What follows belongs to an exercise in optimizing a design on an open flow for small area and few clock cycles; a production flow would make more cautious choices. RTL that was checked went through simulation tests only; none was proved equivalent to the original.

## birch
Design servo_led_command_parser_top, start of the top module:
module servo_led_command_parser_top (
  input  logic        clk,
  input  logic        rst_n,
  input  logic        in_valid,
  output logic        in_ready,
  input  logic        in_kind,
  input  logic [7:0]  in_byte,
  output logic        out_valid,
  input  logic        out_ready,
  output logic [1:0]  out_action,
  output logic [2:0]  out_channel,
  output logic [23:0] out_payload,
  output logic        out_last,
  input  logic        cfg_we,
  input  logic [1:0]  cfg_index,
  input  logic [15:0] cfg_wdata
);
clock: 6.0 ns
lec_check: 0
abc_area: 1
cap_margin: 20
core_margin: 2
core_utilization: 40
cts_buf_list: sky130_fd_sc_hd__clkbuf_8
slew_margin: 20
standard.sh (not shown) runs the stock make flow with config.mk's settings and CLKGATE_MAP_FILE= SYNTH_SCRIPT=/design/flow/synth_recipe.tcl, a recipe that flattens the netlist after the stock synthesis.
==> flow/flow/run.sh <==
#!/bin/bash
# The standard layout (standard.sh, the standard flow's own ORFS flow, synthesis unchanged),
# with plain buf_1 cells as the input and output port buffers, and clock tree
# synthesis with a clkbuf_8 root, clkbuf_4 leaves and no dummy loads.
set -euo pipefail
cd "$(dirname "$0")/.."
bash standard.sh 'BUFFER_PORTS_ARGS=-buffer_cell sky130_fd_sc_hd__buf_1' \
  'CTS_ARGS=-sink_clustering_enable -repair_clock_nets -root_buf sky130_fd_sc_hd__clkbuf_8 -buf_list sky130_fd_sc_hd__clkbuf_4 -dont_use_dummy_load' \
  finish > orfs_make.log 2>&1
Edits applied to the flow inputs when going from birch to pine:
-- flow/design.v --
<<< birch, line 276
      end
    end else begin
      tnz_n = (tnz_r && !zf) || s_big;
      lo_n  = {8'd0, s_acc[14:0], dval[0]};
    end
  end
>>> pine, line 276
      end
    end else begin
      if (tnz_r && !zf) begin
        lo_n = lo_r;
      end else begin
        tnz_n = s_big;
        lo_n  = {8'd0, s_acc[14:0], dval[0]};
      end
    end
  end
Notes after the runs:
- In summary, pine completed successfully, with a layout that passed the timing, design-rule and antenna checks.
- pine ended up with a lower met2 capacity usage during global routing than birch did.
- Comparing count of vias placed by the detailed router for pine and birch, the bigger number came from birch.
- Setup slack of the critical path after layout: pine vs birch up 0.067 ns
- pine vs. birch: die outline area barely changed; cell area after layout climbed 35 um2; wire length dropped 480 um; filler-free cell count of the finished design climbed about 0.54%.
Testbench counts of pine, summed over its fixed seeds: cycles 87,109.
No functional check of the RTL was part of birch.

========
run 1:
Another version of the RTL of servo_led_command_parser_top (not shown whole).
Size: about 64 I/O pins, ~8500 µm² of cells after synthesis.
// servo_led_command_parser_top
module servo_led_command_parser_top (
  input  logic        clk,
  input  logic        rst_n,
  input  logic        in_valid,
  output logic        in_ready,
  input  logic        in_kind,
  input  logic [7:0]  in_byte,
  output logic        out_valid,
  input  logic        out_ready,
  output logic [1:0]  out_action,
  output logic [2:0]  out_channel,
  output logic [23:0] out_payload,
  output logic        out_last,
  input  logic        cfg_we,
  input  logic [1:0]  cfg_index,
  input  logic [15:0] cfg_wdata
);
  slcp_pkg::cfg_t cfg;
  logic        out_mag, out_stop, out_show, push, push_show, push_zero;
  logic [1:0]  push_action;
  logic [2:0]  push_channel;
  logic [23:0] colour;
  slcp_cfg_regs u_cfg (
    .clk       (clk),
    .rst_n     (rst_n),
    .cfg_we    (cfg_we),
    .cfg_index (cfg_index),
    .cfg_wdata (cfg_wdata),
    .cfg       (cfg)
  );
  slcp_parser u_parser (
    .clk          (clk),
    .rst_n        (rst_n),
    .in_valid     (in_valid),
    .in_ready     (in_ready),
    .in_kind      (in_kind),
    .in_byte      (in_byte),
    .cfg          (cfg),
    .out_v        (out_valid),
    .out_mag      (out_mag),
    .out_stop     (out_stop),
    .out_show     (out_show),
    .out_ready    (out_ready),
    .push         (push),
    .push_action  (push_action),
    .push_channel (push_channel),
    .push_show    (push_show),
    .push_zero    (push_zero),
    .colour       (colour)
  );
  slcp_res_queue u_queue (
    .clk          (clk),
    .rst_n        (rst_n),
    .push         (push),
    .push_action  (push_action),
    .push_channel (push_channel),
    .push_show    (push_show),
    .push_zero    (push_zero),
    .colour       (colour),
    .stop_pulse   (cfg.stop_pulse_us),
    .out_mag      (out_mag),
    .out_stop     (out_stop),
    .out_show     (out_show),
    .out_ready    (out_ready),
    .out_valid    (out_valid),
    .out_action   (out_action),
    .out_channel  (out_channel),
    .out_payload  (out_payload),
    .out_last     (out_last)
  );
endmodule
clock: 6.0 ns
lec_check: 0
cap_margin: 20
core_margin: 2
core_utilization: 40
slew_margin: 20
run.sh (not shown) runs the stock make flow with config.mk's settings and CLKGATE_MAP_FILE= SYNTH_SCRIPT=/design/flow/synth_recipe.tcl, a recipe that flattens the netlist after the stock synthesis.
Stock flow here: none of the scripts above is used.
The inputs of run 5 differ from those of run 1 as listed below.
diff --git a/flow/design.v b/flow/design.v
--- a/flow/design.v
+++ b/flow/design.v
@@ -164,41 +164,20 @@
   always_comb begin
     nz[0] = 1'b0;
     for (int i = 0; i < 24; i++) begin
       colour[i] = t7_r ? !neg_r : (lo_r[i] ^ (neg_r & nz[i]));
       nz[i+1]   = nz[i] | lo_r[i];
     end
   end
   logic        s_big;
   assign lo_b  = lo_r[15:0] & {16{!zf_r}};
-  logic [14:0] sa, sb;
-  logic [8:0]  cl;
-  logic [7:0]  c0, c1;
-  logic [6:0]  h0, h1;
-  assign sa = {lo_b[12:0], dval[2] | dval[3], dval[1] | dval[3]};
-  assign sb = lo_b[14:0];
-  always_comb begin
-    cl[0] = dval[3];
-    for (int i = 0; i < 8; i++) begin
-      s_acc[i] = sa[i] ^ sb[i] ^ cl[i];
-      cl[i+1]  = (sa[i] & sb[i]) | (sa[i] & cl[i]) | (sb[i] & cl[i]);
-    end
-    c0[0] = 1'b0;
-    c1[0] = 1'b1;
-    for (int i = 0; i < 7; i++) begin
-      h0[i]   = sa[i+8] ^ sb[i+8] ^ c0[i];
-      c0[i+1] = (sa[i+8] & sb[i+8]) | (sa[i+8] & c0[i]) | (sb[i+8] & c0[i]);
-      h1[i]   = sa[i+8] ^ sb[i+8] ^ c1[i];
-      c1[i+1] = (sa[i+8] & sb[i+8]) | (sa[i+8] & c1[i]) | (sb[i+8] & c1[i]);
-    end
-    s_acc[14:8] = cl[8] ? h1 : h0;
-    s_acc[19:15] = 5'd0;
-  end
+  assign s_acc = {2'b00, lo_b, dval[2] | dval[3], dval[1] | dval[3]} +
+                 {4'd0, lo_b} + {19'd0, dval[3]};
   assign s_big = (lo_b > 16'd6553) || (lo_b == 16'd6553 && dval > 4'd5);
   always_comb begin
     mode_n  = mode_r;
     phase_n = phase_r;
     idx_n   = idx_r;
     neg_n   = neg_r;
     zf_n    = zf_r;
     idle_n  = idle_r;
     acc     = 1'b0;
### Flow results
Run 1 → run 5: adder-cell share of the synthesized area decreased 0.99 points; growth of design area from synthesis to finish decreased 0.78 points; final critical delay including setup and external delays went down; global-route usage +0.25 points; number of global-route vias before repair has increased. Run 1 → run 5: initial core utilization rose 0.27 points; highest fanout seen on the critical path increased 6. For run 5, the worst setup path endpoint was in_ready, unlike run 1, where it was u_parser.lo_r[15].
No run of this note included a check of the RTL's function; only the layout flow was run.

what the ideal ports hide:
The results above use ideal ports. As a check the final layouts listed here were re-extracted and re-timed, cells and wires unchanged. Step 1, drivers: a clkbuf_16 drives clk and a buf_2 each remaining input, both assumed. Step 2 moves the port delays by t, midway between the first and last clock arrival at a register: inputs arrive t later, outputs are due t later. That takes back most of the time a late clock gives input paths. a / b / c = ideal ports / drivers / drivers and shift; a / b = the first two.
run	t (ns)	setup WS [ns]	worst setup path after step 2	slew at the worst register clock pin (ns)	pins driven straight from the clock port
birch	0.438	0.362 / 0.362 / 0.362	register to register	0.12 / 0.12	1
pine	0.432	0.429 / 0.429 / 0.429	register to register	0.11 / 0.11	1
run 1	0.474	0.468 / 0.468 / 0.468	register to register	0.07 / 0.07	1
run 5	0.469	0.896 / 0.848 / 1.316	register to output	0.07 / 0.07	1
After both steps every run listed still meets setup and hold.
